Context: an optimization exercise on an open-source flow, tuned for small area and few clock cycles per item. The choices shown serve that exercise and are no tape-out recipe. In this exercise RTL edits were held to simulation tests only and were not proved equivalent to the original. Power figures rest on the tool's default switching activity, not on a simulated workload.

**config.mk**
```make
export PLATFORM = sky130hd
export DESIGN_NAME = length_prefixed_request_deframer_top
export DESIGN_NICKNAME = length_prefixed_request_deframer_top
export VERILOG_FILES = /design/flow/design.v
export SDC_FILE = /design/flow/constraint.sdc
export NUM_CORES = 4
export LEC_CHECK = 0
export CAP_MARGIN = 20
export CORE_MARGIN = 2
export CORE_UTILIZATION = 65
export SLEW_MARGIN = 20
```
**constraint.sdc**
```tcl
create_clock -name core_clock -period 7.0 [get_ports {clk_i}]
set_input_delay 1.4000 -clock core_clock [delete_from_list [all_inputs] [get_ports {clk_i}]]
set_output_delay 1.4000 -clock core_clock [all_outputs]
set_load 0.01 [all_outputs]
```
**design.v**
```verilog
package lprd_pkg;
  localparam int unsigned ByteW   = 8;
  localparam int unsigned WordW   = 32;
  localparam int unsigned ErrW    = 3;
  localparam int unsigned FieldW  = 2;
  localparam int unsigned CurW    = 30;
  localparam int unsigned TdByteLsb  = 0;
  localparam int unsigned TdArgLsb   = TdByteLsb + ByteW;
  localparam int unsigned TdEndBit   = TdArgLsb + WordW;
  localparam int unsigned TdCountLsb = TdEndBit + 1;
  localparam int unsigned TdErrLsb   = TdCountLsb + WordW;
  localparam int unsigned TdUsedW    = TdErrLsb + ErrW;
  localparam int unsigned OutTdataW  = ((TdUsedW + 7) / 8) * 8;
  localparam int unsigned TdPadW     = OutTdataW - TdUsedW;
  localparam int unsigned CfgIdxW = 1;
  localparam logic [CfgIdxW-1:0] CfgMaxFrameBytes = 1'd0;
  localparam logic [CfgIdxW-1:0] CfgMaxArguments  = 1'd1;
  localparam logic [WordW-1:0] MaxFrameBytesRst = 32'd33554432;
  localparam logic [WordW-1:0] MaxArgumentsRst  = 32'd200000;
  localparam logic [WordW-1:0] FieldBytes       = 32'd4;
  typedef enum logic [1:0] {
    PH_FRAME_LEN,
    PH_ARG_COUNT,
    PH_ARG_LEN,
    PH_ARG_DATA
  } phase_e;
  typedef enum logic [ErrW-1:0] {
    ERR_NONE          = 3'd0,
    ERR_TOO_LONG      = 3'd1,
    ERR_TOO_MANY_ARGS = 3'd2,
    ERR_OVERRUN       = 3'd3,
    ERR_TRAILING      = 3'd4
  } err_e;
  typedef struct packed {
    logic [WordW-1:0] max_frame_bytes;
    logic [WordW-1:0] max_arguments;
  } lprd_limits_t;
  typedef struct packed {
    err_e             error_code;
    logic [WordW-1:0] frame_arg_count;
    logic             frame_done;
    logic             arg_end;
    logic [WordW-1:0] arg_number;
    logic [ByteW-1:0] data_byte;
    logic             data_valid;
  } lprd_result_t;
endpackage
import lprd_pkg::*;
module lprd_in_reg (
  input  logic                       clk_i,
  input  logic                       rst_ni,
  input  logic                       s_valid_i,
  output logic                       s_ready_o,
  input  logic [lprd_pkg::ByteW-1:0] s_data_i,
  input  logic                       take_i,
  output logic                       valid_o,
  output logic [lprd_pkg::ByteW-1:0] data_o
);
  logic             valid_q, valid_d;
  logic [ByteW-1:0] data_q;
  logic             load;
  assign s_ready_o = !valid_q || take_i;
  assign load      = s_valid_i && s_ready_o;
  assign valid_d   = load || (valid_q && !take_i);
  always_ff @(posedge clk_i or negedge rst_ni) begin
    if (!rst_ni) begin
      valid_q <= 1'b0;
    end else begin
      valid_q <= valid_d;
    end
  end
  always_ff @(posedge clk_i) begin
    if (load) begin
      data_q <= s_data_i;
    end
  end
  assign valid_o = valid_q;
  assign data_o  = data_q;
endmodule
import lprd_pkg::*;
module lprd_out_reg (
  input  lprd_pkg::lprd_result_t         result_i,
  output logic [lprd_pkg::OutTdataW-1:0] m_data_o,
  output logic                           m_last_o,
  output logic                           m_user_o
);
  assign m_data_o = {{TdPadW{1'b0}}, result_i.error_code, result_i.frame_arg_count,
                     result_i.arg_end, result_i.arg_number, result_i.data_byte};
  assign m_last_o = result_i.frame_done;
  assign m_user_o = result_i.data_valid;
endmodule
import lprd_pkg::*;
module lprd_parser (
  input  logic                       clk_i,
  input  logic                       rst_ni,
  input  logic                       step_i,
  input  logic [lprd_pkg::ByteW-1:0] byte_i,
  input  lprd_pkg::lprd_limits_t     limits_i,
  output lprd_pkg::lprd_result_t     result_o
);
  lprd_pkg::phase_e   phase_q, phase_d;
  lprd_pkg::err_e     err_q, err_d, err_new;
  logic [FieldW-1:0]  pos_q;
  logic [WordW-1:0]   acc_q;    
  logic [WordW-1:0]   fbl_q;    
  logic [WordW-1:0]   cnt_q;    
  logic [CurW-1:0]    cur_q;    
  logic               last_q;   
  logic [WordW-1:0]   acc_new;
  logic [CurW-1:0]    cur_inc;
  logic               in_data, field_done, finish, boundary, args_zero;
  logic               fbl_zero, fbl_short;
  logic               ev_data, ev_end, ev_done, ok;
  logic [WordW-1:0]   cmp_op;
  logic               cmp_gt;
  assign acc_new    = {acc_q[WordW-ByteW-1:0], byte_i};
  logic [WordW-1:0] fbl_dec, acc_dec;
  logic [WordW:0]   fbl_bw, acc_bw;
  logic [CurW:0]    cur_cy;
  assign fbl_bw[0] = 1'b1;
  assign acc_bw[0] = 1'b1;
  assign cur_cy[0] = 1'b1;
  for (genvar i = 0; i < WordW; i++) begin : g_dec
    assign fbl_dec[i]  = fbl_q[i] ^ fbl_bw[i];
    assign fbl_bw[i+1] = ~fbl_q[i] & fbl_bw[i];
    assign acc_dec[i]  = acc_q[i] ^ acc_bw[i];
    assign acc_bw[i+1] = ~acc_q[i] & acc_bw[i];
  end
  for (genvar i = 0; i < CurW; i++) begin : g_inc
    assign cur_inc[i]  = cur_q[i] ^ cur_cy[i];
    assign cur_cy[i+1] = cur_q[i] & cur_cy[i];
  end
  assign in_data    = (phase_q == PH_ARG_DATA);
  assign field_done = !in_data && (pos_q == '1);
  assign fbl_zero   = (fbl_q[WordW-1:1] == '0);
  assign fbl_short  = (fbl_q[WordW-1:3] == '0) && (fbl_q[2:0] <= 3'd4);
  always_comb begin
    case (phase_q)
      PH_FRAME_LEN: cmp_op = limits_i.max_frame_bytes;
      PH_ARG_COUNT: cmp_op = limits_i.max_arguments;
      default:      cmp_op = fbl_q;
    endcase
  end
  logic [WordW:0] cmp_c;
  assign cmp_c[0] = phase_q[1];
  for (genvar i = 0; i < WordW; i++) begin : g_cmp
    assign cmp_c[i+1] = (acc_new[i] & ~cmp_op[i]) | ((acc_new[i] | ~cmp_op[i]) & cmp_c[i]);
  end
  assign cmp_gt = cmp_c[WordW];
  always_comb begin
    phase_d   = phase_q;
    err_new   = ERR_NONE;
    finish    = 1'b0;
    boundary  = 1'b0;
    args_zero = 1'b0;
    ev_done   = 1'b0;
    if (in_data) begin
      if (acc_q == WordW'(1)) begin
        finish = 1'b1;
      end
    end else if (field_done) begin
      case (phase_q)
        PH_FRAME_LEN: begin
          if (cmp_gt) begin
            err_new = ERR_TOO_LONG;
          end else if (acc_new < FieldBytes) begin
            err_new = ERR_OVERRUN;
          end else begin
            phase_d = PH_ARG_COUNT;
          end
        end
        PH_ARG_COUNT: begin
          if (cmp_gt) begin
            err_new = ERR_TOO_MANY_ARGS;
          end else begin
            boundary  = 1'b1;
            args_zero = (acc_new == '0);
          end
        end
        default: begin   
          if (cmp_gt) begin
            err_new = ERR_OVERRUN;
          end else if (acc_new == '0) begin
            finish = 1'b1;
          end else begin
            phase_d = PH_ARG_DATA;
          end
        end
      endcase
    end
    if (finish) begin
      boundary  = 1'b1;
      args_zero = last_q;
    end
    if (boundary) begin
      if (args_zero) begin
        if (fbl_zero) begin
          ev_done = 1'b1;
          phase_d = PH_FRAME_LEN;
        end else begin
          err_new = ERR_TRAILING;
        end
      end else if (fbl_short) begin
        err_new = ERR_OVERRUN;
      end else begin
        phase_d = PH_ARG_LEN;
      end
    end
  end
  assign err_d   = (err_q != ERR_NONE) ? err_q : err_new;
  assign ok      = (err_d == ERR_NONE);
  assign ev_data = in_data;
  assign ev_end  = finish;
  always_comb begin
    result_o                 = '0;
    result_o.error_code      = err_d;
    if (ok) begin
      result_o.data_valid      = ev_data;
      result_o.data_byte       = ev_data ? byte_i : '0;
      result_o.arg_number      = (ev_data || ev_end) ? WordW'(cur_q) : '0;
      result_o.arg_end         = ev_end;
      result_o.frame_done      = ev_done;
      result_o.frame_arg_count = (ev_done && finish) ? cnt_q : '0;
    end
  end
  always_ff @(posedge clk_i or negedge rst_ni) begin
    if (!rst_ni) begin
      phase_q <= PH_FRAME_LEN;
      pos_q   <= '0;
      err_q   <= ERR_NONE;
    end else if (step_i) begin
      phase_q <= phase_d;
      if (!in_data) begin
        pos_q <= pos_q + FieldW'(1);
      end
      err_q   <= err_d;
    end
  end
  always_ff @(posedge clk_i) begin
    last_q <= (cnt_q[WordW-1:CurW] == '0) && (cnt_q[CurW-1:0] == cur_inc);
  end
  always_ff @(posedge clk_i) begin
    if (step_i) begin
      acc_q <= in_data ? acc_dec : acc_new;
      fbl_q <= (phase_q == PH_FRAME_LEN) ? acc_new : fbl_dec;
      if (phase_q == PH_ARG_COUNT) begin
        cnt_q <= acc_new;
      end
      if (phase_q == PH_FRAME_LEN) begin
        cur_q <= '0;
      end else if (finish) begin
        cur_q <= cur_inc;
      end
    end
  end
endmodule
import lprd_pkg::*;
module length_prefixed_request_deframer_top (
  input  logic                           clk_i,
  input  logic                           rst_ni,
  input  logic                           s_axis_tvalid,
  output logic                           s_axis_tready,
  input  logic [lprd_pkg::ByteW-1:0]     s_axis_tdata,    
  output logic                           m_axis_tvalid,
  input  logic                           m_axis_tready,
  output logic [lprd_pkg::OutTdataW-1:0] m_axis_tdata,
  output logic                           m_axis_tlast,    
  output logic                           m_axis_tuser,    
  input  logic                           cfg_we_i,
  input  logic [lprd_pkg::CfgIdxW-1:0]   cfg_index_i,
  input  logic [lprd_pkg::WordW-1:0]     cfg_wdata_i
);
  lprd_pkg::lprd_limits_t     limits_q;
  logic             in_valid, step;
  logic [ByteW-1:0] in_byte;
  lprd_pkg::lprd_result_t     result;
  always_ff @(posedge clk_i or negedge rst_ni) begin
    if (!rst_ni) begin
      limits_q.max_frame_bytes <= MaxFrameBytesRst;
      limits_q.max_arguments   <= MaxArgumentsRst;
    end else if (cfg_we_i) begin
      if (cfg_index_i == CfgMaxFrameBytes) begin
        limits_q.max_frame_bytes <= cfg_wdata_i;
      end else begin
        limits_q.max_arguments   <= cfg_wdata_i;
      end
    end
  end
  assign step = in_valid && m_axis_tready;
  lprd_in_reg u_in_reg (
    .clk_i     (clk_i),
    .rst_ni    (rst_ni),
    .s_valid_i (s_axis_tvalid),
    .s_ready_o (s_axis_tready),
    .s_data_i  (s_axis_tdata),
    .take_i    (m_axis_tready),
    .valid_o   (in_valid),
    .data_o    (in_byte)
  );
  lprd_parser u_parser (
    .clk_i    (clk_i),
    .rst_ni   (rst_ni),
    .step_i   (step),
    .byte_i   (in_byte),
    .limits_i (limits_q),
    .result_o (result)
  );
  lprd_out_reg u_out_reg (
    .result_i (result),
    .m_data_o (m_axis_tdata),
    .m_last_o (m_axis_tlast),
    .m_user_o (m_axis_tuser)
  );
  assign m_axis_tvalid = in_valid;
endmodule
```
**flow/run.sh**
```bash
#!/bin/bash
# The standard layout (standard.sh: the standard flow's synthesis and ORFS steps, unchanged), with
# smaller port buffers, a clock tree of fewer, smaller buffers and no dummy loads, and
# ORFS's power recovery (downsizing cells off the critical paths) after global routing.
# Each tool's output goes to the ORFS logs under orfs/logs; make's goes to standard.log.
set -euo pipefail
export BUFFER_PORTS_ARGS="-buffer_cell sky130_fd_sc_hd__buf_1"
export CTS_ARGS="-sink_clustering_enable -repair_clock_nets -dont_use_dummy_load -buf_list {sky130_fd_sc_hd__clkbuf_16} -sink_clustering_size 30 -sink_clustering_max_diameter 100"
export RECOVER_POWER=100
bash standard.sh > standard.log 2>&1
```
**standard.sh**
```bash
#!/bin/bash
# synth_recipe.tcl (not shown) runs the flow's synth.tcl, then flattens the netlist and writes it again
# the make line also repeats each setting of config.mk as NAME=value (left out here)
make -C /OpenROAD-flow-scripts/flow DESIGN_CONFIG=/design/flow/config.mk WORK_HOME=/design/flow/orfs CLKGATE_MAP_FILE= SYNTH_SCRIPT=/design/flow/synth_recipe.tcl "${@:-finish}"
```
==> summary.txt, run 1 <==
- Largest net degree at the start of global routing: between 70 and 80
- FFs w/ async S/R, synth: 34.8%
- Num rows: 49
- Final setup violation count: 0
- Num CTS Buffers: 11
- Mean post-synth cell area: between 10 and 15 um2
- Req. time, crit path: approximately 7.2 ns
- CP Max Fanout: 2
- Top Metal Used: met4
- Skew final: about 0.038 ns
- Final critical-path required period: 6.80 ns
- Length of routed met3 wiring: about 1300 um
- Critical path endpoint category: flip-flop
- Max-Cap Viols: 7
- RePlAce Congestion: 0.951
- Largest delay share family, worst path: adder cells
- GRT Overall Usage: 26.8%
- First-pass GRT wire length: 41900 um
- Cell Count, Final, Fillers Out: 1380
- Slowest CP cell: edfxtp_1
- Startpoint types: flip-flop
- Worst setup path class: reg -> reg
- Leading area contributor after synthesis: edfxtp_1
- R2R Setup Slk: about 0.2 ns
- 1st-pass router iterations: 5
- Maximum clock rate: 147 MHz
- Hold path endpoint: u_parser.pos_q[0]$_DFFE_PN0P_
- Actual slew at the worst max-slew pin: 3.75 ns
- Top cells by area, synth: edfxtp_1 33%, dfrtp_1 13%, ha_1 9.3%
- Design Power: approximately 2600 uW
- Die Y: 140 um
- Clock root cell: clkbuf_16
- Min-Delay Path Depth: 1
- Die ar.: 0.0197 mm2
- Reg-to-Reg End: u_parser.acc_q[31]$_DFFE_PP_
- Post-Synthesis Cells: 1049
- WL per Instance: 18.6 um
- Diodes inserted: 0
- DR iter-0 viols: 589
- Final Util: a little over 70%
- Via/cell ratio: 5.86
- Overflow after GRT: 0
- Crit share post-route: 97.1%
- Initial antenna violation count: 0
- H-tree depth: 1
- Nets: 1289
- Routed WL: 25700 um
- Maximum root-to-sink buffer count: 3
- Worst R2R Path Depth: 34
- Metal2 WL: between 10000 and 15000 um
- Top cell by count, worst path: ha_1
- Layout Check Failures: capacitance limit, slew limit
- Top Ports: between 100 and 150
- Core area: 0.0181 mm2
- DP Wirelength: 19000 um
- Vias: 8093
- Clock Sinks: 207
- Sum Neg Setup Slack: 0 ns
- Worst r2r src: u_parser.acc_q[1]$_DFFE_PP_
- P&R area growth vs syn: 7.07%
- DRC: 0
- Worst relative slew slack: -150%
- Post-synth top area share: between 30% and 40%
- Slowest Stage Delay on Critical Path: 0.38 ns
- Post-synth EDFFs: 134
- Clock Latency Late Sink: 0.46 ns
- Clk slew on worst S/H paths: 0.11 ns
- Vias in the first global route: 7927
- Distinct cells, synth: 84
- Post-synth top flop: edfxtp_1
- Ys Warns: 3
- Initial Utilization: 66.7%
- PD cells: around 200 mW/mm2
- CP bufs+invs: 1
- Antenna viol nets, final: 0
- Hold Startpoint: u_parser.pos_q[0]$_DFFE_PN0P_
- Post-CTS Setup Inserts: 0
- Hold WC Path Type: reg -> reg
- CTS tree: built
- Hold Vio Cnt, Final: 0
- Max IR drop VDD: 0.266 mV
- Die X: 140 um
- I/O Buffers: 123
- Netlist Area Pre-Place: 0.0121 mm2
- Leak Pwr: 0.00501 uW
- Placed cells: 1369
- Share of cells above drive strength 1: 13.2%
- Unrepaired setup endpoints after global routing: false
- Outcome: complete, but fails checks
- Max Slew Vio Count: 318
- Number of synthesized register bits: 207
- Seq/Total Area, Yosys: 48.6%
- Worst EP arrival: 7.02 ns
- Met1 WL: 11700 um
-- how the worst max path moves through the flow --
stage                               startpoint                           end  cells past startpoint
2_1_floorplan      u_parser.acc_q[0]$_DFFE_PP_  u_parser.acc_q[31]$_DFFE_PP_                     34
3_3_place_gp       u_parser.fbl_q[0]$_DFFE_PP_  u_parser.fbl_q[31]$_DFFE_PP_                     34
3_5_place_dp       u_parser.acc_q[0]$_DFFE_PP_  u_parser.acc_q[31]$_DFFE_PP_                     34
4_1_cts            u_parser.acc_q[0]$_DFFE_PP_  u_parser.acc_q[31]$_DFFE_PP_                     34
5_1_grt        u_parser.cur_q[0]$_SDFFCE_PN0P_       u_parser.last_q$_DFF_P_                     32
6_report           u_parser.acc_q[1]$_DFFE_PP_  u_parser.acc_q[31]$_DFFE_PP_                     34
-- layout by cell type (no fill, tap or decap), types with 47 or more instances in the layout --
cell,instances
inv_1,67
ha_1,64
mux2_2,72
buf_1,122
and2_1,57
dfrtp_1,64
nand2_1,58
edfxtp_1,134
nor2_1,50
a21oi_1,47
-- metal layers --
metal	track usage [%]	vias up
met5	0	-
met4	7.34	0
met3	2.53	46
met2	44.2	264
met1	38.5	3842
li1	-	3941
-- flip-flops by register name, summed over array words and instances, names as in the netlist --
name,flops
u_parser.cur_q,30
u_parser.err_q,3
u_in_reg.valid_q,1
u_parser.phase_q,2
u_in_reg.data_q,8
u_parser.fbl_q,32
u_parser.acc_q,32
u_parser.pos_q,2
limits_q,64
u_parser.cnt_q,32
u_parser.last_q,1
-- Yosys cell counts (5+ instances only) --
master / n
a211o_1: 5
a211oi_1: 12
a21o_1: 6
a21oi_1: 47
a31oi_1: 5
and2_1: 102
buf_1: 9
buf_2: 5
buf_4: 13
buf_6: 5
clkbuf_1: 20
dfrtp_1: 65
dfstp_2: 7
edfxtp_1: 134
ha_1: 90
inv_1: 68
maj3_1: 7
mux2_1: 16
mux2_2: 72
mux2i_1: 19
nand2_1: 58
nand2b_1: 13
nand3_1: 5
nand4_1: 6
nor2_1: 50
nor2b_1: 7
nor3_1: 18
nor4_1: 20
o211ai_1: 10
o21ai_0: 42
o21ai_1: 7
xor2_1: 31
-- layout make-up --
class / instances / area [um2]
well taps: 229 / 287
flip-flops and latches: 207 / 5860
fillers: 1349 / 5180
inverters: 69 / 262
multi-input cells: 724 / 5680
clock buffers: 11 / 275
repair buffers: 140 / 554
-- power by group --
group	internal [uW]	leakage (uW)	switching, uW
sequential	1430	0.00192	95.4
clock	284	0.000136	359
combinational	195	0.00295	253
total	1910	0.00501	707
-- cell families after synthesis --
| logic type | synth area share, % |
|---|---|
| AO/OA/AOI/OAI | 9.75 |
| XOR/XNOR | 2.47 |
| adder cells (fa/ha/maj) | 10.1 |
| buffers and inverters | 4.80 |
| flip-flops | 48.6 |
| multiplexers | 10.8 |
| other | 0.0311 |
| AND/OR/NAND/NOR | 13.5 |
-- metrics by stage --
| step | hold WS, ns | area (um2) | setup WS [ns] |
|---|---|---|---|
| final | 0.489 | 12900 | 0.201 |
| after global routing | 0.513 | 12900 | 0.00257 |
| after floorplan | 0.424 | 12100 | 0.335 |
| after CTS | 0.489 | 12900 | 0.0151 |
| after global placement | 0.463 | 12700 | 0.170 |
| after detailed placement | 0.469 | 12700 | 0.0286 |
-- what timing repair did --
item                       CTS  global route
setup endpoints to repair    1             6
pin swaps                    0             4
gates resized for setup      1            27
hold buffers                 0             0
Testbench counts, summed over its fixed seeds: cycles 28,313, items 28,305.
==> run 2, diff against run 1 <==
--- a/flow/run.sh
+++ b/flow/run.sh
@@ -5,6 +5,6 @@
 # Each tool's output goes to the ORFS logs under orfs/logs; make's goes to standard.log.
 set -euo pipefail
 export BUFFER_PORTS_ARGS="-buffer_cell sky130_fd_sc_hd__buf_1"
-export CTS_ARGS="-sink_clustering_enable -repair_clock_nets -dont_use_dummy_load -buf_list {sky130_fd_sc_hd__clkbuf_16} -sink_clustering_size 30 -sink_clustering_max_diameter 100"
+export CTS_ARGS="-sink_clustering_enable -repair_clock_nets -dont_use_dummy_load -buf_list {sky130_fd_sc_hd__clkbuf_8} -sink_clustering_size 16 -sink_clustering_max_diameter 50"
 export RECOVER_POWER=100
 bash standard.sh > standard.log 2>&1
==> run 2 against run 1 <==
The layout still fails its checks (capacitance limit, slew limit). Final area is 0.28% higher. Cell count is 0.87% higher. Fmax rose by 0.19%. Setup slack better by 0.013 ns. Die area stayed put.
==> summary.txt, run 2 <==
- CP Max Fanout: 2
- Max Slew Vio Count: 318
- Max-Cap Viols: 7
- Final critical-path required period: 6.79 ns
- PD cells: 204 mW/mm2
- Worst setup path class: reg -> reg
- 1st-pass router iterations: 5
- Sum Neg Setup Slack: 0 ns
- Routed WL: 25900 um
- Slowest Stage Delay on Critical Path: 0.36 ns
- Sequential cell area: 0.00586 mm2
- P&R area growth vs syn: 7.37%
- Skew final: 0.0503 ns
- Final setup violation count: 0
- Leak Pwr: roughly 0.0050 uW
- Hold Vio Cnt, Final: 0
- Multi-input logic area: 0.00567 mm2
- Post-synth top cells: 134 x edfxtp_1, 102 x and2_1, 90 x ha_1
- Req. time, crit path: between 7 and 8 ns
- Maximum clock rate: around 150 MHz
- Post-Synthesis Cells: 1049
- Maximum root-to-sink buffer count: 3
- Cell Count, Final, Fillers Out: between 1000 and 1500
- Ys Warns: 3
- Clock root cell: clkbuf_8
- WL per Instance: 18.6 um
- Largest net degree at the start of global routing: 73
- Post-synth top area share: 33.4%
- FFs w/ async S/R, synth: 34.8%
- Via/cell ratio: 5.86
- Placement Cell Area: ~0.013 mm2
- Clock Sinks: 207
- Most numerous cell in the Yosys netlist: edfxtp_1
- DP Wirelength: 19000 um
- Antenna viol nets, final: 0
- Seq/Total Area, Yosys: 48.6%
- RePlAce Congestion: 0.951
- Post-synth top flop: edfxtp_1
- Actual slew at the worst max-slew pin: 3.83 ns
- Num CTS Buffers: 23
- Top Ports: 130
- Initial antenna violation count: 0
- Post-CTS Setup Inserts: 0
- Core area: 0.0181 mm2
- DR iter-0 viols: 474
- Startpoint types: flip-flop
- Critical path endpoint category: flip-flop
- Worst relative slew slack: -155%
- Nets: 1301
- Num rows: slightly below 50
- Die X: around 140 um
- I/O Buffers: ~120
- H-tree depth: 1
- Post-cts sizing count: 0
- Clock Latency Late Sink: around 0.53 ns
- Die Y: 140 um
- Distinct cells, synth: 84
- Leading area contributor after synthesis: edfxtp_1
- Largest Register: limits_q
- Worst EP arrival: 7.06 ns
- Post-synth EDFFs: 134
- Initial Utilization: 66.7%
- Commonest non-fill, non-tap cell in the layout: edfxtp_1
- Die ar.: 0.0197 mm2
- Most frequent cells in the layout: 134 x edfxtp_1, 122 x buf_1, 72 x mux2_2
- Slowest CP cell: edfxtp_1
- Crit share post-route: 96.9%
- GRT Overall Usage: 27.2%
- Share of cells above drive strength 1: 13.9%
- Max reg flops: 64
- Outcome: complete, but fails checks
- Cell area after layout: 0.0129 mm2
- Diodes inserted: 0
- First-pass GRT wire length: roughly 42000 um
- Design Power: 2640 uW
- Fillers: between 1000 and 1500
- Clk slew on worst S/H paths: 0.09 ns
- Max IR drop VDD: 0.193 mV
- Top cell by count, worst path: ha_1
- Vias in the first global route: 8076
- DRC: 0
- Unrepaired setup endpoints after global routing: false
- Final Util: 71.6%
- Hold WC Path Type: reg -> reg
- Top cells by area, synth: edfxtp_1 33%, dfrtp_1 13%, ha_1 9.3%
- Placed cells: 1369
- Mean post-synth cell area: approximately 11 um2
- Netlist Area Pre-Place: 0.0121 mm2
- Layout Check Failures: capacitance limit, slew limit
- CTS tree: built
- Vias: 8151
- Number of synthesized register bits: 207
- Overflow after GRT: 0
- Hold Buf Count CTS: 0
## run 2: cell counts after synthesis
Identical to the previous run, type by type.
## run 2: logic make-up after synthesis
kind of cell    synth area share (%)
buf+inv                         4.80
flops                           48.6
xor+xnor                        2.47
other cells                   0.0311
mux                             10.8
fa+ha+maj                       10.1
simple gates                    13.5
compound gates                  9.75
## run 2: final timing paths
check                                              start                               to  slack, ns  cells past startpoint
min reg2reg                u_parser.pos_q[0]$_DFFE_PN0P_    u_parser.pos_q[0]$_DFFE_PN0P_       0.49                      1
min in group asynchronous                         rst_ni         limits_q[56]$_DFFE_PN0P_       2.25                      2
min                        u_parser.pos_q[0]$_DFFE_PN0P_    u_parser.pos_q[0]$_DFFE_PN0P_       0.49                      1
max                          u_parser.acc_q[1]$_DFFE_PP_     u_parser.acc_q[31]$_DFFE_PP_       0.21                     34
max in group asynchronous                         rst_ni  u_parser.phase_q[0]$_DFFE_PN0P_       2.33                      2
max reg2reg                  u_parser.acc_q[1]$_DFFE_PP_     u_parser.acc_q[31]$_DFFE_PP_       0.21                     34
## run 2: through the flow
step	setup WS [ns]	hold WS, ns
after floorplan	0.335	0.424
after global placement	0.170	0.463
final	0.214	0.489
after CTS	0.0176	0.487
after detailed placement	0.0286	0.469
after global routing	0.00678	0.507
## run 2: worst max-delay path: cells and delay by family (launching register included)
| family | cells | cell delay (ns) |
|---|---|---|
| XOR/XNOR | 1 | 0.14 |
| buffers and inverters | 1 | 0.07 |
| AO/OA/AOI/OAI | 1 | 0.08 |
| adder cells (fa/ha/maj) | 30 | 5.84 |
| AND/OR/NAND/NOR | 1 | 0.07 |
| flip-flops | 1 | 0.36 |
## run 2: power by group
| part | switching, uW | total [uW] | leakage, uW | internal [uW] |
|---|---|---|---|---|
| logic | 252 | 446 | 0.00295 | 194 |
| registers | 94.9 | 1520 | 0.00192 | 1430 |
| clock network | 381 | 673 | 0.000165 | 292 |
| total | 728 | 2640 | 0.00504 | 1910 |
## run 2: per-layer routing
layer	global-route usage [%]	vias up	share of wire, %	routed length, um
met1	38.7	3828	45	11600
li1	-	3965	-	-
met5	0	-	0	0
met3	3.18	57	6.3	1620
met4	8.24	0	3.0	767
met2	44.4	301	46	11900
## run 2: cell type report
| type | count | area share [%] |
|---|---|---|
| clock buffers | 23 | 2.45 |
| well taps | 229 | 2.21 |
| flip-flops and latches | 207 | 45.2 |
| repair buffers | 140 | 4.28 |
| multi-input cells | 724 | 43.8 |
| inverters | 69 | 2.02 |
==> run 3, diff against run 2 <==
==> flow/run.sh (replaced) <==
#!/bin/bash
# The standard layout (standard.sh: the standard flow's synthesis and ORFS steps, unchanged), with
# smaller port buffers and a clock tree of fewer buffers and no dummy loads.
# Each tool's output goes to the ORFS logs under orfs/logs; make's goes to standard.log.
set -euo pipefail
export BUFFER_PORTS_ARGS="-buffer_cell sky130_fd_sc_hd__buf_1"
export CTS_ARGS="-sink_clustering_enable -repair_clock_nets -dont_use_dummy_load -buf_list {sky130_fd_sc_hd__clkbuf_8} -sink_clustering_size 16 -sink_clustering_max_diameter 50"
bash standard.sh > standard.log 2>&1
--- a/config.mk
+++ b/config.mk
@@ -7,5 +7,5 @@
 export LEC_CHECK = 0
 export CAP_MARGIN = 20
 export CORE_MARGIN = 2
-export CORE_UTILIZATION = 65
+export CORE_UTILIZATION = 40
 export SLEW_MARGIN = 20
==> run 3 against run 2 <==
Now clean on timing, DRC and antenna. Global-route usage down 9.1 points. Sequential share of layout area decreased by 1.1 points. Non-clock buffer count grew 2. Cell count up 12%. Critical path depth unchanged. First-iteration DRC count is 11% higher. Register-to-register slack about the same. Fmax about the same. Hold slack worse by 0.0052 ns. Combinational power is 4% higher. Final area is 2.4% higher. Critical endpoint is now u_parser.fbl_q[31]$_DFFE_PP_. Largest cell class unchanged. Highest routed layer unchanged.
==> summary.txt, run 3 <==
- Hold Buf Count CTS: 0
- H-tree depth: 1
- Vias in the first global route: 7911
- First-pass GRT wire length: approximately 44000 um
- Largest net degree at the start of global routing: 94
- Share of cells above drive strength 1: 15.3%
- FFs w/ async S/R, synth: 34.8%
- Actual slew at the worst max-slew pin: 1.03 ns
- Top cells by area, synth: edfxtp_1 33%, dfrtp_1 13%, ha_1 9.3%
- Vias: 8132
- Design Power: around 2700 uW
- Worst r2r src: u_parser.fbl_q[0]$_DFFE_PP_
- Num CTS Buffers: 26
- DR iter-0 viols: 528
- Initial antenna violation count: 0
- Die Y: 178 um
- Clock root cell: clkbuf_8
- Leak Pwr: 0.00515 uW
- Num rows: 63
- I/O Buffers: 123
- Largest Register: limits_q
- Max IR drop VDD: 0.171 mV
- Core area: 0.0296 mm2
- Met1 WL: 14100 um
- Commonest non-fill, non-tap cell in the layout: edfxtp_1
- Distinct cells, synth: 84
- Slowest Stage Delay on Critical Path: slightly below 0.4 ns
- Maximum root-to-sink buffer count: 3
- Outcome: complete, no violations
- 1st-pass router iterations: 5
- Sequential share of power: between 50% and 60%
- RePlAce Congestion: 0.830
- Worst EP arrival: a little over 7 ns
- Seq/Total Area, Yosys: 48.6%
- Final setup violation count: 0
- Max Slew Vio Count: 0
- Max-Cap Viols: 0
- Final critical-path required period: 6.78 ns
- Post-Synthesis Cells: 1049
- Die X: 178 um
- Mean post-synth cell area: 11.5 um2
- Length of routed met3 wiring: approximately 1300 um
- Sw frac: 28.2%
- Antenna viol nets, final: 0
- Sum Neg Setup Slack: 0 ns
- Leading area contributor after synthesis: edfxtp_1
- Power Internal: 1960 uW
- Fillers: 2884
- Post-synth EDFFs: 134
- CP Max Fanout: 4
- PD cells: between 200 and 250 mW/mm2
- Diodes inserted: 0
- Hold WC Path Type: reg -> reg
- Post-synth top cells: 134 x edfxtp_1, 102 x and2_1, 90 x ha_1
- Nets: 1306
- Hold Startpoint: u_parser.pos_q[0]$_DFFE_PN0P_
- Unrepaired setup endpoints after global routing: false
- Clock Sinks: 207
- Placement Cell Area: 0.0129 mm2
- Worst relative slew slack: 31.1%
- Switch Pwr: 768 uW
- DP Wirelength: 20700 um
- Cell area after layout: 0.0133 mm2
- Clk slew on worst S/H paths: 0.08 ns
- Routed WL: 28400 um
- Hold Vio Cnt, Final: 0
- Startpoint types: flip-flop
- Crit share post-route: 96.9%
- Number of synthesized register bits: 207
- Via/cell ratio: about 5.2
- Slowest CP cell: edfxtp_1
- Metal2 WL: between 10000 and 15000 um
- Top Ports: 130
- Initial Utilization: 40.7%
- Req. time, crit path: 7.27 ns
- DRC: 0
- Most numerous cell in the Yosys netlist: edfxtp_1
- Top cell by count, worst path: ha_1
- Maximum clock rate: ~150 MHz
- WL per Instance: 18.2 um
- Max reg flops: 64
- Overflow after GRT: 0
- P&R area growth vs syn: 9.99%
- Gate power share: 17.0%
- Critical path endpoint category: flip-flop
- Top Metal Used: met4
- GRT Overall Usage: 18.1%
- CP startpoint: u_parser.fbl_q[0]$_DFFE_PP_
- CTS tree: built
- Post-synth top area share: between 30% and 40%
- Clock Latency Late Sink: between 0.5 and 0.6 ns
- Worst setup path class: reg -> reg
- Post-synth top flop: edfxtp_1
- Die ar.: 0.0315 mm2
- Ys Warns: 3
- Skew final: roughly 0.037 ns
- Clock share of power: between 20% and 30%
- Most frequent cells in the layout: 134 x edfxtp_1, 122 x buf_1, 102 x and2_1
- Netlist Area Pre-Place: 0.0121 mm2
## run 3: changes by cell type in the layout (fill, tap and decap cells not counted), sizes merged
cell | before | now
buf | 127 | 142
clkbuf | 36 | 26
## run 3: timing repair
item                                    4_1_cts  5_1_grt
endpoints found under the setup margin        0        5
setup buffers                                 0        1
gates resized for setup                       0       18
## run 3: critical path: cells and delay by family, from the launching register on
kind,cells,cell delay [ns]
DFF,1,0.39
adders and majority gates,30,5.79
xor gates and xnor gates,1,0.13
AOI/OAI and AO/OA,1,0.07
and+or+nand+nor,1,0.07
buffers and inverters,1,0.06
## run 3: power by group through the flow
| stage | clock network, uW | registers (uW) | logic (uW) |
|---|---|---|---|
| floorplan | 0 | 1500 | 343 |
| global placement | 0 | 1550 | 456 |
| detailed placement | 0 | 1550 | 462 |
| CTS | 766 | 1530 | 465 |
| global route | 806 | 1540 | 521 |
| finish | 738 | 1520 | 463 |
## run 3: logic make-up after synthesis
| kind of cell | count (synthesis) | share of synthesized area (%) |
|---|---|---|
| other cells | 1 | 0.0311 |
| buf+inv | 123 | 4.80 |
| flops | 207 | 48.6 |
| mux | 113 | 10.8 |
| simple gates | 297 | 13.5 |
| xor+xnor | 34 | 2.47 |
| compound gates | 175 | 9.75 |
| fa+ha+maj | 99 | 10.1 |
## run 3: stage by stage
stage	hold slack (ns)	worst slack (ns)	cells	utilization (%)
after detailed placement	0.476	0.0440	1531	43.4
after CTS	0.488	0.0519	1557	44.6
after global placement	0.465	0.137	1531	43.4
after floorplan	0.424	0.335	1054	-
final	0.484	0.219	1558	44.7
after global routing	0.520	0.00550	1558	44.7
## run 3: per-layer routing
metal | vias to the layer above | global-route usage (%)
met5 | - | 0
met4 | 0 | 3.65
met3 | 32 | 2.31
met2 | 212 | 28.3
met1 | 3915 | 26.8
li1 | 3973 | -
## run 3: area by class of cell
cell class                      instances  area [um2]  share of cell area [%]
Inverter                               69         262                    1.97
Clock buffer                           26         358                    2.70
Sequential cell                       207        5860                    44.2
Tap cell                              390         488                    3.68
Timing Repair Buffer                  142         606                    4.57
Multi-Input combinational cell        724        5690                    42.9
## run 3: worst paths after layout
check | cells past startpoint | to | slack, ns
worst max register to register | 34 | u_parser.fbl_q[31]$_DFFE_PP_ | 0.22
max in group asynchronous | 2 | u_parser.phase_q[0]$_DFFE_PN0P_ | 5.30
worst min register to register | 1 | u_parser.pos_q[0]$_DFFE_PN0P_ | 0.48
min in group asynchronous | 2 | limits_q[36]$_DFFE_PN0P_ | 1.08
worst max-delay path | 34 | u_parser.fbl_q[31]$_DFFE_PP_ | 0.22
worst min-delay path | 1 | u_parser.pos_q[0]$_DFFE_PN0P_ | 0.48
==> run 4, diff against run 3 <==
==> flow/run.sh (replaced) <==
#!/bin/bash
# The standard layout (standard.sh: the standard flow's synthesis and ORFS steps, unchanged), with
# smaller port buffers and a clock tree of fewer buffers and no dummy loads.
# Each tool's output goes to the ORFS logs under orfs/logs; make's goes to standard.log.
set -euo pipefail
export BUFFER_PORTS_ARGS="-buffer_cell sky130_fd_sc_hd__buf_1"
export CTS_ARGS="-sink_clustering_enable -repair_clock_nets -dont_use_dummy_load -buf_list {sky130_fd_sc_hd__clkbuf_16} -sink_clustering_size 25 -sink_clustering_max_diameter 60"
bash standard.sh > standard.log 2>&1
==> run 4 against run 3 <==
Fmax is 0.16% higher. Setup slack better by 0.011 ns. Combinational power hardly changed. Largest cell class unchanged. Largest power group unchanged.
==> summary.txt, run 4 <==
- Outcome: complete, no violations
- Final WS setup: 0.230 ns
- Largest net degree at the start of global routing: 94
- Maximum root-to-sink buffer count: 3
- Die ar.: approximately 0.032 mm2
- Post-synth EDFFs: 134
- First-pass GRT wire length: 44100 um
- I/O Buffers: between 100 and 150
- Mean post-synth cell area: between 10 and 15 um2
- Clock Latency Late Sink: 0.51 ns
- P&R area growth vs syn: 10.7%
- Max Slew Vio Count: 0
- Actual slew at the worst max-slew pin: 0.992 ns
- Antenna viol nets, final: 0
- RePlAce Congestion: 0.830
- Number of synthesized register bits: 207
- Die X: about 180 um
- Placed cells: 1531
- Share of cells above drive strength 1: 14.5%
- Die Y: 178 um
- Initial Utilization: 40.7%
- Leading area contributor after synthesis: edfxtp_1
- Crit share post-route: 96.7%
- Final critical-path required period: between 6 and 7 ns
- Distinct cells, synth: 84
- Clock Sinks: 207
- 1st-pass router iterations: 4
- Unrepaired setup endpoints after global routing: false
- Vias: 8049
- Final setup violation count: 0
- Netlist Area Pre-Place: 0.0121 mm2
- Slowest CP cell: edfxtp_1
- Commonest non-fill, non-tap cell in the layout: edfxtp_1
- Max-Cap Viols: 0
- Post-Synthesis Cells: between 1000 and 1500
- Req. time, crit path: about 7.3 ns
- Largest Register: limits_q
- Post-synth top area share: 33.4%
- WL per Instance: 18.1 um
- Clock root cell: clkbuf_16
- Sequential cell area: 0.00586 mm2
- Seq/Total Area, Yosys: between 40 and 50%
- Initial antenna violation count: 0
- H-tree depth: 1
- Worst setup path class: reg -> reg
- Cell Count, Final, Fillers Out: 1550
- CTS tree: built
- Most numerous cell in the Yosys netlist: edfxtp_1
- Diodes inserted: 0
- DRC: 0
- Pre-CTS setup slack: roughly 0.044 ns
- Top Ports: 130
- GRT Overall Usage: 17.9%
- Top cells by area, synth: edfxtp_1 33%, dfrtp_1 13%, ha_1 9.3%
- CP Max Fanout: 2
- Core area: approximately 0.030 mm2
- Max reg flops: 64
- Multi-input logic area: 0.00569 mm2
- Startpoint types: flip-flop
- Maximum clock rate: 148 MHz
- Hold WC Path Type: reg -> reg
- Ys Warns: 3
- Design Power: roughly 2900 uW
- Most frequent cells in the layout: 134 x edfxtp_1, 122 x buf_1, 102 x and2_1
- Vias in the first global route: between 7000 and 8000
- Hold Buf Count CTS: 0
- PD cells: between 200 and 250 mW/mm2
- Overflow after GRT: 0
- Fillers: 2855
- Post-synth top cells: 134 x edfxtp_1, 102 x and2_1, 90 x ha_1
- Clk slew on worst S/H paths: approximately 0.09 ns
- Hold Vio Cnt, Final: 0
- Num CTS Buffers: 18
- Top cell by count, worst path: ha_1
- Post-synth top flop: edfxtp_1
- Sum Neg Setup Slack: 0 ns
- Nets: 1298
- Skew final: 0.0531 ns
- FFs w/ async S/R, synth: a little over a third
- Max IR drop VDD: approximately 0.15 mV
- Slowest Stage Delay on Critical Path: roughly 0.35 ns
- Worst relative slew slack: 33.3%
- Critical path endpoint category: flip-flop
- Num rows: 63
- Worst EP arrival: a little over 7 ns
- Final Util: 45.0%
- Via/cell ratio: roughly 5.2
- DP Wirelength: about 21000 um
- Leak Pwr: 0.00519 uW
- Routed WL: 28100 um
- DR iter-0 viols: 522
-- run 4: path summary, 6_finish.rpt --
kind / from / to / slack (ns) / depth (start not counted)
worst max-delay path: u_parser.acc_q[0]$_DFFE_PP_ / u_parser.acc_q[31]$_DFFE_PP_ / 0.23 / 34
worst min-delay path: u_parser.pos_q[0]$_DFFE_PN0P_ / u_parser.pos_q[0]$_DFFE_PN0P_ / 0.48 / 1
worst max register to register: u_parser.acc_q[0]$_DFFE_PP_ / u_parser.acc_q[31]$_DFFE_PP_ / 0.23 / 34
worst min register to register: u_parser.pos_q[0]$_DFFE_PN0P_ / u_parser.pos_q[0]$_DFFE_PN0P_ / 0.48 / 1
max in group asynchronous: rst_ni / u_parser.phase_q[0]$_DFFE_PN0P_ / 5.26 / 2
min in group asynchronous: rst_ni / u_parser.pos_q[0]$_DFFE_PN0P_ / 1.11 / 2
-- run 4: metrics by stage --
stage	instance area (um2)	hold slack [ns]
5_1_grt	13300	0.516
2_1_floorplan	12100	0.424
6_report	13300	0.485
3_5_place_dp	12900	0.476
3_3_place_gp	12900	0.465
4_1_cts	13300	0.490
-- run 4: cells by family (layout without fill, tap and decap cells) --
family	Yosys count	after routing	share of synthesized area, %
buffers and inverters	123	229	4.80
AOI/OAI and AO/OA	175	175	9.75
adders and majority gates	99	99	10.1
and+or+nand+nor	297	297	13.5
other	1	6	0.0311
xor gates and xnor gates	34	34	2.47
muxes	113	113	10.8
DFF	207	207	48.6
-- run 4: layout make-up --
class	instances	area share [%]
inverters	69	1.96
flip-flops and latches	207	43.9
multi-input cells	724	42.6
repair buffers	142	4.54
clock buffers	18	3.37
well taps	390	3.66
-- run 4: where the power goes --
| part | total (uW) | switching [uW] | internal [uW] |
|---|---|---|---|
| clock network | 866 | 412 | 454 |
| registers | 1520 | 98.1 | 1430 |
| logic | 462 | 260 | 202 |
-- run 4: critical path: cells and delay by family, from the launching register on --
family	cells	cell delay, ns
flops	1	0.35
xor+xnor	1	0.14
compound gates	1	0.07
buf+inv	1	0.08
simple gates	1	0.06
fa+ha+maj	30	5.85
-- run 4: metal layers --
layer / GRT usage, % / vias up / part of all wire, %
met5: 0 / - / 0
met4: 3.72 / 0 / 1.9
met3: 2.10 / 31 / 4.1
met2: 28.0 / 180 / 44
met1: 26.6 / 3876 / 50
li1: - / 3962 / -
-- run 4: repair_timing --
item | 4_1_cts | 5_1_grt
resized for setup | 0 | 15
buffers inserted | 0 | 1
endpoints found under the setup margin | 0 | 4
==> run 5, diff against run 4 <==
--- a/design.v
+++ b/design.v
@@ -111,7 +111,6 @@
   logic               in_data, field_done, finish, boundary, args_zero;
   logic               fbl_zero, fbl_short;
   logic               ev_data, ev_end, ev_done, ok;
-  logic [WordW-1:0]   cmp_op;
   logic               cmp_gt;
   assign acc_new    = {acc_q[WordW-ByteW-1:0], byte_i};
   logic [WordW-1:0] fbl_dec, acc_dec;
@@ -134,19 +133,16 @@
   assign field_done = !in_data && (pos_q == '1);
   assign fbl_zero   = (fbl_q[WordW-1:1] == '0);
   assign fbl_short  = (fbl_q[WordW-1:3] == '0) && (fbl_q[2:0] <= 3'd4);
-  always_comb begin
-    case (phase_q)
-      PH_FRAME_LEN: cmp_op = limits_i.max_frame_bytes;
-      PH_ARG_COUNT: cmp_op = limits_i.max_arguments;
-      default:      cmp_op = fbl_q;
-    endcase
-  end
-  logic [WordW:0] cmp_c;
-  assign cmp_c[0] = phase_q[1];
-  for (genvar i = 0; i < WordW; i++) begin : g_cmp
-    assign cmp_c[i+1] = (acc_new[i] & ~cmp_op[i]) | ((acc_new[i] | ~cmp_op[i]) & cmp_c[i]);
-  end
-  assign cmp_gt = cmp_c[WordW];
+  lprd_cmp u_cmp (
+    .sel_frame_i (phase_q == PH_FRAME_LEN),
+    .sel_args_i  (phase_q == PH_ARG_COUNT),
+    .sel_left_i  (phase_q[1]),
+    .max_frame_i (limits_i.max_frame_bytes),
+    .max_args_i  (limits_i.max_arguments),
+    .left_i      (fbl_q),
+    .field_i     (acc_new),
+    .gt_o        (cmp_gt)
+  );
   always_comb begin
     phase_d   = phase_q;
     err_new   = ERR_NONE;
@@ -254,6 +250,27 @@
     end
   end
 endmodule
+module lprd_cmp (
+  input  logic                       sel_frame_i,
+  input  logic                       sel_args_i,
+  input  logic                       sel_left_i,
+  input  logic [lprd_pkg::WordW-1:0] max_frame_i,
+  input  logic [lprd_pkg::WordW-1:0] max_args_i,
+  input  logic [lprd_pkg::WordW-1:0] left_i,
+  input  logic [lprd_pkg::WordW-1:0] field_i,
+  output logic                       gt_o
+);
+  logic [WordW-1:0] op_n;
+  logic [WordW:0]   c;
+  assign op_n = ~(({WordW{sel_frame_i}} & max_frame_i)
+                | ({WordW{sel_args_i}}  & max_args_i)
+                | ({WordW{sel_left_i}}  & left_i));
+  assign c[0] = sel_left_i;
+  for (genvar i = 0; i < WordW; i++) begin : g_c
+    assign c[i+1] = (field_i[i] & op_n[i]) | ((field_i[i] | op_n[i]) & c[i]);
+  end
+  assign gt_o = c[WordW];
+endmodule
 import lprd_pkg::*;
 module length_prefixed_request_deframer_top (
   input  logic                           clk_i,
==> flow/run.sh (replaced) <==
#!/bin/bash
# The standard layout (standard.sh: the standard flow's synthesis and ORFS steps, unchanged), with
# smaller port buffers and a clock tree of fewer buffers and no dummy loads.
# Each tool's output goes to the ORFS logs under orfs/logs; make's goes to standard.log.
set -euo pipefail
export BUFFER_PORTS_ARGS="-buffer_cell sky130_fd_sc_hd__buf_1"
export CTS_ARGS="-sink_clustering_enable -repair_clock_nets -dont_use_dummy_load -buf_list {sky130_fd_sc_hd__clkbuf_4} -sink_clustering_size 12 -sink_clustering_max_diameter 40"
bash standard.sh > standard.log 2>&1
==> run 5 against run 4 <==
Still clean on timing, DRC and antenna. Total power up 40%. Largest cell class unchanged. Register-to-register slack better by 0.02 ns. Fmax up 0.25%. Sequential cell count unchanged. First-iteration DRC count up 0.77%.
==> summary.txt, run 5 <==
- Max Slew Vio Count: 0
- Final critical-path required period: between 6 and 7 ns
- Actual slew at the worst max-slew pin: 0.934 ns
- Initial antenna violation count: 1
- H-tree depth: 2
- Via/cell ratio: 5.36
- Overflow after GRT: 0
- P&R area growth vs syn: 10.3%
- Post-synth top area share: around 34%
- WL per Instance: 18.1 um
- Maximum root-to-sink buffer count: 3
- Hold Vio Cnt, Final: 0
- Slowest Stage Delay on Critical Path: 0.35 ns
- Outcome: complete, no violations
- Worst EP arrival: 7.09 ns
- Die Y: 177 um
- Hold WC Path Type: reg -> reg
- DRC: 0
- GR Util met2: 27.9%
- I/O Buffers: 123
- Clk slew on worst S/H paths: ~0.10 ns
- Antenna viol nets, final: 0
- Vias in the first global route: 8156
- Skew final: 0.103 ns
- DR iter-0 viols: between 500 and 600
- Top Ports: 130
- Critical path endpoint category: flip-flop
- Top cells by area, synth: edfxtp_1 34%, dfrtp_1 14%, ha_1 9.4%
- Post-synth top flop: edfxtp_1
- Pre-CTS setup slack: between 0.04 and 0.05 ns
- Num rows: 63
- Commonest non-fill, non-tap cell in the layout: edfxtp_1
- Die X: between 150 and 200 um
- Post-synth EDFFs: 134
- Cell area after layout: 0.0131 mm2
- Worst R2R Path Depth: 34
- Max-Cap Viols: 0
- Initial Utilization: 40.4%
- Gr busiest metal: met2
- RePlAce Congestion: 0.832
- Met1 usage: 27.2%
- Fillers: 2834
- Seq/Total Area, Yosys: between 40% and 50%
- Clock Sinks: 207
- Crit share post-route: 96.5%
- Post-Synthesis Cells: 1077
- Placement Cell Area: 0.0128 mm2
- Final WS setup: around 0.25 ns
- Max IR drop VDD: 0.155 mV
- FFs w/ async S/R, synth: a little over a third
- Netlist Area Pre-Place: 0.0119 mm2
- Leading area contributor after synthesis: edfxtp_1
- Worst setup path class: reg -> reg
- Clock Latency Late Sink: between 0.6 and 0.7 ns
- Leak Pwr: 0.00546 uW
- Hold Startpoint: u_parser.pos_q[0]$_DFFE_PN0P_
- Post-synth top cells: 134 x edfxtp_1, 90 x ha_1, 89 x nor2_1
- CP Max Fanout: 3
- Most numerous cell in the Yosys netlist: edfxtp_1
- Reg-to-Reg End: u_parser.acc_q[31]$_DFFE_PP_
- Unrepaired setup endpoints after global routing: true
- Largest net degree at the start of global routing: 94
- Clock root cell: clkbuf_4
- Routed WL: 28800 um
- Nets: around 1300
- Share of cells above drive strength 1: about 15%
- PD cells: slightly above 300 mW/mm2
- CTS tree: built
- Core area: approximately 0.029 mm2
- Worst r2r src: u_parser.acc_q[0]$_DFFE_PP_
- Startpoint types: flip-flop
- Req. time, crit path: roughly 7.3 ns
- Maximum clock rate: between 100 and 150 MHz
- Number of synthesized register bits: 207
- Slowest CP cell: edfxtp_1
- Top cell by count, worst path: ha_1
- Worst relative slew slack: 37.7%
- GRT Overall Usage: 18.3%
- Distinct cells, synth: 67
- Mean post-synth cell area: 11.1 um2
- Num CTS Buffers: 35
- 1st-pass router iterations: 5
- DP Wirelength: 20700 um
- R2R Setup Slk: 0.25 ns
- Largest Register: limits_q
- Max reg flops: 64
- First-pass GRT wire length: 44900 um
- Final Util: 44.6%
- Most frequent cells in the layout: 134 x edfxtp_1, 122 x buf_1, 88 x nor2_1
- Ys Warns: 3
- Vias: 8537
- CP startpoint: u_parser.acc_q[0]$_DFFE_PP_
- Final setup violation count: 0
- Die ar.: 0.0312 mm2
- M3 GR Usage: roughly 3.0%
- End of the critical path: u_parser.acc_q[31]$_DFFE_PP_
## run 5: final cells by class
cell class                 instances  area [um2]  area share [%]
tap                              390         488            3.71
clock buffer                      35         263            2.00
inverter                          70         263            2.00
sequential                       207        5860            44.6
timing repair buffer             141         601            4.57
multi-input combinational        749        5670            43.1
antenna                            2        5.00          0.0381
## run 5: repair_timing
| action | in CTS | in global routing |
|---|---|---|
| gates resized for setup | 1 | 25 |
| setup buffers | 0 | 1 |
| cloned | 0 | 0 |
| endpoints found under the hold margin | 0 | 0 |
| pin swaps | 0 | 4 |
| setup endpoints to repair | 30 | 35 |
| hold buffers | 0 | 0 |
## run 5: worst min path at each step
stage          slack (ns)                             to  depth (start not counted)
2_1_floorplan        0.42    u_parser.cnt_q[3]$_DFFE_PP_                          0
3_3_place_gp         0.46  u_parser.pos_q[0]$_DFFE_PN0P_                          1
3_5_place_dp         0.48  u_parser.pos_q[0]$_DFFE_PN0P_                          1
4_1_cts              0.49  u_parser.pos_q[0]$_DFFE_PN0P_                          1
5_1_grt              0.53       limits_q[61]$_DFFE_PN0P_                          1
6_report             0.49  u_parser.pos_q[0]$_DFFE_PN0P_                          1
## run 5: metal layers
| layer | vias up | wire length (um) |
|---|---|---|
| li1 | 4129 | - |
| met1 | 4075 | 14000 |
| met2 | 288 | 12400 |
| met3 | 45 | 1730 |
| met4 | 0 | 573 |
| met5 | - | 0 |
## run 5: kinds of logic after synthesis
kind of cell	after synthesis	synth area share (%)
compound gates	184	9.93
other cells	1	0.0315
xor+xnor	34	2.50
simple gates	318	13.9
buf+inv	126	4.42
mux	108	9.91
fa+ha+maj	99	10.2
flops	207	49.1
## run 5: per-stage QoR
step | hold slack [ns] | cells | setup TNS [ns] | power (uW)
CTS | 0.494 | 1591 | 0 | 3990
floorplan | 0.424 | 1082 | 0 | 2930
global route | 0.528 | 1594 | -0.00575 | 4260
finish | 0.492 | 1594 | 0 | 3980
detailed placement | 0.478 | 1556 | 0 | 3350
global placement | 0.464 | 1556 | 0 | 3330
## run 5: power breakdown
group	switching, uW	leakage (uW)	internal, uW	total (uW)
Clock	405	0.000161	230	635
Sequential	231	0.00209	1620	1850
Combinational	909	0.00321	587	1500
## run 5: critical path, delay by kind of cell, from the launching register on
kind                     cells  cell delay [ns]
flip-flops                   1             0.35
adder cells (fa/ha/maj)     30             5.77
AND/OR/NAND/NOR              1             0.06
XOR/XNOR                     1             0.13
AO/OA/AOI/OAI                1             0.08
buffers and inverters        1             0.09
Testbench counts of run 5, summed over its fixed seeds: cycles 28,313, items 28,305.
==> run 6, diff against run 5 <==
==> flow/run.sh (replaced) <==
#!/bin/bash
# The standard layout (standard.sh: the standard flow's synthesis and ORFS steps, unchanged), with
# smaller port buffers and a clock tree of fewer buffers and no dummy loads.
# Each tool's output goes to the ORFS logs under orfs/logs; make's goes to standard.log.
set -euo pipefail
export BUFFER_PORTS_ARGS="-buffer_cell sky130_fd_sc_hd__buf_1"
export CTS_ARGS="-sink_clustering_enable -repair_clock_nets -dont_use_dummy_load -buf_list {sky130_fd_sc_hd__clkbuf_4 sky130_fd_sc_hd__clkbuf_8} -sink_clustering_size 14 -sink_clustering_max_diameter 45"
bash standard.sh > standard.log 2>&1
==> run 6 against run 5 <==
Highest routed layer unchanged. Sequential cell count is the same. Largest cell class unchanged. Combinational power is essentially flat. Clock power grew 26%. Sequential power is essentially flat. Still clean on timing, DRC and antenna. Core utilization grew 0.49 points. Sequential share of layout area shrank 0.49 points. Cell count shrank 0.44%. Synthesized cell count is the same. Via count shrank 0.55%. Largest power group unchanged.
==> summary.txt, run 6 <==
- PD cells: 312 mW/mm2
- Worst relative slew slack: about 37%
- Hold Startpoint: u_parser.pos_q[0]$_DFFE_PN0P_
- Via/cell ratio: 5.35
- Worst setup path class: reg -> reg
- Met1 usage: 27.3%
- Post-synth top flop: edfxtp_1
- Clk slew on worst S/H paths: roughly 0.070 ns
- Clock share of power: around a fifth
- Antenna viol nets, final: 0
- GR Util met2: between 20% and 30%
- Critical path endpoint category: flip-flop
- Final setup violation count: 0
- Most numerous cell in the Yosys netlist: edfxtp_1
- Placement Cell Area: roughly 0.013 mm2
- Final Util: 45.1%
- CP Max Fanout: 3
- 1st-pass router iterations: 5
- Gr busiest metal: met2
- Mean post-synth cell area: 11.1 um2
- Routed WL: 28800 um
- Vias in the first global route: 8083
- Sw frac: 37.7%
- Max-Cap Viols: 0
- Gate power share: 36.0%
- Max reg flops: 64
- Skew final: around 0.042 ns
- FFs w/ async S/R, synth: a little over a third
- Post-synth top cells: 134 x edfxtp_1, 90 x ha_1, 89 x nor2_1
- RePlAce Congestion: between 0.8 and 0.9
- CP startpoint: u_parser.acc_q[0]$_DFFE_PP_
- P&R area growth vs syn: 11.5%
- Core area: 0.0295 mm2
- Die X: 177 um
- Initial Utilization: about two fifths
- Netlist Area Pre-Place: 0.0119 mm2
- WL per Instance: between 15 and 20 um
- Post-synth EDFFs: approximately 130
- Slowest CP cell: edfxtp_1
- Max Slew Vio Count: 0
- Hold WC Path Type: reg -> reg
- Cell Count, Final, Fillers Out: 1587
- Clock Latency Late Sink: a little under 0.6 ns
- Largest Register: limits_q
- Req. time, crit path: 7.29 ns
- Sequential share of power: 44.7%
- Vias: 8490
- CTS tree: built
- Worst r2r src: u_parser.acc_q[0]$_DFFE_PP_
- Most frequent cells in the layout: 134 x edfxtp_1, 122 x buf_1, 88 x nor2_1
- Power Internal: 2590 uW
- Ys Warns: 3
- Share of cells above drive strength 1: 14.5%
- Commonest non-fill, non-tap cell in the layout: edfxtp_1
- Min Hold Slack: between 0.4 and 0.5 ns
- Die ar.: 0.0312 mm2
- Unrepaired setup endpoints after global routing: false
- Diodes inserted: 0
- Leak Pwr: between 0.005 and 0.006 uW
- Largest net degree at the start of global routing: 94
- M3 GR Usage: 2.62%
- Clock root cell: clkbuf_8
- Cell area after layout: around 0.013 mm2
- DP Wirelength: 20700 um
- Initial antenna violation count: 0
- GRT Overall Usage: between 10% and 20%
- Maximum root-to-sink buffer count: 3
- Nets: 1335
- Post-synth top area share: 33.7%
- Worst EP arrival: 7.03 ns
- Num CTS Buffers: 30
- DRC: 0
- Clock Sinks: 207
- Num rows: 63
- Seq/Total Area, Yosys: 49.1%
- I/O Buffers: around 120
- Actual slew at the worst max-slew pin: 0.938 ns
- Top cells by area, synth: edfxtp_1 34%, dfrtp_1 14%, ha_1 9.4%
- Final critical-path required period: 6.74 ns
- Slowest Stage Delay on Critical Path: roughly 0.34 ns
- Top cell by count, worst path: ha_1
- Post-Synthesis Cells: 1077
- Die Y: about 180 um
- Crit share post-route: between 90% and 100%
- Leading area contributor after synthesis: edfxtp_1
- Outcome: complete, no violations
- DR iter-0 viols: 496
- Switch Pwr: 1560 uW
- Maximum clock rate: 148 MHz
- First-pass GRT wire length: 45100 um
- Max IR drop VDD: between 0.15 and 0.2 mV
- H-tree depth: 1
- Hold Buf Count CTS: 0
- Distinct cells, synth: 67
- Number of synthesized register bits: 207
- Startpoint types: flip-flop
- Sum Neg Setup Slack: 0 ns
- Placed cells: 1556
- Top Ports: 130
- Overflow after GRT: 0
- Hold Vio Cnt, Final: 0
-- run 6: cell counts after synthesis --
Identical to the previous run, type by type.
-- run 6: path summary, 6_finish.rpt --
path / endpoint / slack (ns) / cells past startpoint
setup / recovery: u_parser.acc_q[31]$_DFFE_PP_ / 0.26 / 34
max in group asynchronous: u_parser.phase_q[0]$_DFFE_PN0P_ / 5.34 / 1
min in group asynchronous: limits_q[41]$_DFFE_PN0P_ / 0.95 / 1
hold reg to reg: u_parser.pos_q[0]$_DFFE_PN0P_ / 0.49 / 1
hold / removal: u_parser.pos_q[0]$_DFFE_PN0P_ / 0.49 / 1
setup reg to reg: u_parser.acc_q[31]$_DFFE_PP_ / 0.26 / 34
-- run 6: metrics by stage --
stage	power, uW	setup slack, ns
2_1_floorplan	2930	0.246
3_3_place_gp	3330	0.129
3_5_place_dp	3350	0.0458
4_1_cts	4160	0.0266
5_1_grt	4430	0.0138
6_report	4150	0.261
-- run 6: layer usage --
layer | share of wire, % | vias up | wire length (um)
met5 | 0 | - | 0
met4 | 2.2 | 0 | 629
met3 | 5.8 | 44 | 1680
met2 | 43 | 259 | 12400
met1 | 49 | 4078 | 14100
li1 | - | 4109 | -
-- run 6: what timing repair did --
action,in CTS,in global routing
endpoints found under the setup margin,0,75
setup buffers,0,1
gates resized for setup,0,27
endpoints found under the hold margin,0,0
-- run 6: layout make-up --
class,count,area (um2)
Sequential cell,207,5860
Fill cell,2820,16200
Inverter,70,263
Multi-Input combinational cell,749,5670
Clock buffer,30,413
Tap cell,390,488
Timing Repair Buffer,141,601
-- run 6: cell families after synthesis --
family | share of synthesized area, %
and+or+nand+nor | 13.9
adders and majority gates | 10.2
DFF | 49.1
buffers and inverters | 4.42
AOI/OAI and AO/OA | 9.93
other | 0.0315
muxes | 9.91
xor gates and xnor gates | 2.50
-- run 6: power groups by stage --
stage | logic [uW] | registers [uW] | clock network [uW]
5_1_grt | 1670 | 1890 | 871
2_1_floorplan | 1180 | 1750 | 0
6_report | 1490 | 1850 | 802
3_3_place_gp | 1450 | 1870 | 0
3_5_place_dp | 1470 | 1880 | 0
4_1_cts | 1480 | 1850 | 826
-- run 6: critical path, delay by kind of cell, from the launching register on --
kind | cells | cell delay (ns)
and+or+nand+nor | 1 | 0.06
xor gates and xnor gates | 1 | 0.13
AOI/OAI and AO/OA | 1 | 0.08
DFF | 1 | 0.34
buffers and inverters | 1 | 0.09
adders and majority gates | 30 | 5.78
==> run 7, diff against run 6 <==
==> flow/run.sh (replaced) <==
#!/bin/bash
# The standard layout (standard.sh: the standard flow's synthesis and ORFS steps, unchanged), with
# smaller port buffers and a clock tree of fewer buffers and no dummy loads.
# Each tool's output goes to the ORFS logs under orfs/logs; make's goes to standard.log.
set -euo pipefail
export BUFFER_PORTS_ARGS="-buffer_cell sky130_fd_sc_hd__buf_1"
export CTS_ARGS="-sink_clustering_enable -repair_clock_nets -dont_use_dummy_load -buf_list {sky130_fd_sc_hd__clkbuf_8} -sink_clustering_size 16 -sink_clustering_max_diameter 50"
bash standard.sh > standard.log 2>&1
==> run 7 against run 6 <==
Still clean. Clock-buffer cell count is 3 lower. Cell count down 0.19%. Non-clock buffer count stayed put. Sequential cell count stayed put. Final area is 0.37% lower. Total power decreased by 1.1%. Area after synthesis unchanged. Critical endpoint is now u_parser.fbl_q[31]$_DFFE_PP_. Largest cell class unchanged. Highest routed layer unchanged.
==> summary.txt, run 7 <==
- Reg-to-Reg End: u_parser.fbl_q[31]$_DFFE_PP_
- Pre-CTS setup slack: roughly 0.046 ns
- I/O Buffers: approximately 120
- Max Slew Vio Count: 0
- Min-Delay Path Depth: 1
- Outcome: complete, no violations
- Ys Warns: 3
- Mux share of post-synthesis cell area: 9.91%
- Initial antenna violation count: 0
- Vias in the first global route: just over 8000
- P&R area growth vs syn: 11.1%
- Nets: 1332
- Worst r2r src: u_parser.fbl_q[0]$_DFFE_PP_
- Top cell by count, worst path: ha_1
- Slowest Stage Delay on Critical Path: 0.37 ns
- Number of synthesized register bits: ~210
- Num CTS Buffers: 27
- Top Ports: 130
- R2R Setup Slk: roughly 0.27 ns
- CP startpoint: u_parser.fbl_q[0]$_DFFE_PP_
- Final WS setup: 0.268 ns
- WL per Instance: 18.2 um
- Fillers: 2824
- Diodes inserted: 0
- Most numerous cell in the Yosys netlist: edfxtp_1
- Cell Count, Final, Fillers Out: 1584
- Gate power share: 36.3%
- DR iter-0 viols: 539
- XOR/XNOR Fraction of Synth Area: 2.50%
- Actual slew at the worst max-slew pin: 0.943 ns
- Top cells by area, synth: edfxtp_1 34%, dfrtp_1 14%, ha_1 9.4%
- Skew final: 0.0648 ns
- RePlAce Congestion: 0.832
- 1st-pass router iterations: 5
- Placement Cell Area: 0.0128 mm2
- Gr busiest metal: met2
- Num rows: 63
- Via/cell ratio: ~5.4
- M3 GR Usage: 2.56%
- Worst R2R Path Depth: 34
- Hold Startpoint: u_parser.pos_q[0]$_DFFE_PN0P_
- Core area: around 0.03 mm2
- Clock root cell: clkbuf_8
- Vias: 8502
- Routed WL: 28800 um
- Min Hold Slack: 0.490 ns
- Met1 usage: 27.5%
- Share of cells above drive strength 1: around 14%
- DP Wirelength: 20700 um
- Most frequent cells in the layout: 134 x edfxtp_1, 122 x buf_1, 88 x nor2_1
- Startpoint types: flip-flop
- FFs w/ async S/R, synth: 34.8%
- Largest net degree at the start of global routing: 94
- DRC: 0
- Die X: 177 um
- Netlist Area Pre-Place: 0.0119 mm2
- Slowest CP cell: edfxtp_1
- GR Util met2: approximately 28%
- Distinct cells, synth: 67
- GRT Overall Usage: between 15 and 20%
- Hold path endpoint: u_parser.pos_q[0]$_DFFE_PN0P_
- Post-Synthesis Cells: 1077
- Clock Latency Late Sink: 0.57 ns
- Clock share of power: 18.4%
- Final setup violation count: 0
- Switch Pwr: 1550 uW
- Commonest non-fill, non-tap cell in the layout: edfxtp_1
- Hold Buf Count CTS: 0
- Maximum clock rate: 149 MHz
- Max reg flops: 64
- Crit share post-route: between 90% and 100%
- H-tree depth: 1
- Sw frac: 37.9%
- Power Internal: 2550 uW
- Worst EP arrival: 7.02 ns
- Req. time, crit path: 7.29 ns
- Cell area after layout: 0.0132 mm2
- First-pass GRT wire length: ~45000 um
- Post-synth top area share: about a third
- Clk slew on worst S/H paths: 0.08 ns
- Die Y: 177 um
- Overflow after GRT: 0
- Synth Area in Compound Gates: 9.93%
- Antenna viol nets, final: 0
- Clock Sinks: 207
- Post-synth EDFFs: 134
- Critical path endpoint category: flip-flop
- Leak Pwr: between 0.005 and 0.006 uW
- Seq/Total Area, Yosys: about 50%
- Worst setup path class: reg -> reg
- Largest Register: limits_q
- Post-synth top cells: 134 x edfxtp_1, 90 x ha_1, 89 x nor2_1
- Placed cells: between 1500 and 2000
- Synth Area in Adders: 10.2%
- Final critical-path required period: a little under 7 ns
- Hold WC Path Type: reg -> reg
- Post-synth top flop: edfxtp_1
- Worst relative slew slack: between 30% and 40%
- Final Util: between 40% and 50%
- Leading area contributor after synthesis: edfxtp_1
- Die ar.: 0.0312 mm2
- Max IR drop VDD: 0.155 mV
- PD cells: 310 mW/mm2
- Mean post-synth cell area: 11.1 um2
- Max-Cap Viols: 0
- CP Max Fanout: 4
- Sequential share of power: 45.2%
- Largest family of logic cells by synthesized area: simple AND/OR/NAND/NOR gates
- Initial Utilization: between 40 and 50%
- Maximum root-to-sink buffer count: 3
- Synth Area in Simple Gates: 13.9%
- Hold Vio Cnt, Final: 0
- CTS tree: built
==> run 7: area by class of cell <==
type	count	area [um2]	share of cell area, %
clock buffers	27	372	2.81
inverters	70	263	1.98
multi-input cells	749	5660	42.7
flip-flops and latches	207	5860	44.3
well taps	390	488	3.69
repair buffers	141	601	4.54
==> run 7: power by group through the flow <==
stage | Sequential (uW) | Combinational [uW] | Clock, uW
floorplan | 1750 | 1180 | 0
global placement | 1870 | 1450 | 0
detailed placement | 1880 | 1470 | 0
CTS | 1850 | 1480 | 781
global route | 1890 | 1670 | 824
finish | 1860 | 1490 | 756
==> run 7: worst max-delay path by stage <==
stage,end,slack (ns),cells past startpoint
after global routing,u_parser.fbl_q[31]$_DFFE_PP_,-0.0005,34
after global placement,u_parser.fbl_q[31]$_DFFE_PP_,0.13,34
after detailed placement,u_parser.fbl_q[31]$_DFFE_PP_,0.05,34
final,u_parser.fbl_q[31]$_DFFE_PP_,0.27,34
after floorplan,u_parser.acc_q[31]$_DFFE_PP_,0.25,34
after CTS,m_axis_tdata[8],0.05,15
==> run 7: cells by family after synthesis <==
family,Yosys count
muxes,108
xor gates and xnor gates,34
buffers and inverters,126
adders and majority gates,99
other,1
and+or+nand+nor,318
DFF,207
AOI/OAI and AO/OA,184
==> run 7: worst max-delay path: cells and delay by family, from the launching register on <==
family / cells / cell delay (ns)
AOI/OAI and AO/OA: 1 / 0.07
xor gates and xnor gates: 1 / 0.13
adders and majority gates: 30 / 5.78
buffers and inverters: 1 / 0.07
DFF: 1 / 0.37
and+or+nand+nor: 1 / 0.07
==> run 7: timing repair <==
| item | in CTS | in global routing |
|---|---|---|
| endpoints found under the setup margin | 0 | 73 |
| setup buffers | 0 | 1 |
| resized for setup | 0 | 24 |
==> run 7: routing by layer <==
layer	vias up	routed length (um)
met5	-	0
met3	37	1580
met2	264	12400
met4	0	537
li1	4098	-
met1	4103	14200
==> run 7: per-stage QoR <==
stage / setup TNS, ns / power (uW)
floorplan: 0 / 2930
CTS: 0 / 4110
global placement: 0 / 3330
finish: 0 / 4100
detailed placement: 0 / 3350
global route: -0.000535 / 4380

Check on run 7: ideal ports give 0.268 ns setup slack; a clkbuf_16 on the clock port and buf_2 on the inputs give 0.268 ns; moving port delays by the midpoint clock arrival (0.575 ns) as well gives 0.268 ns.
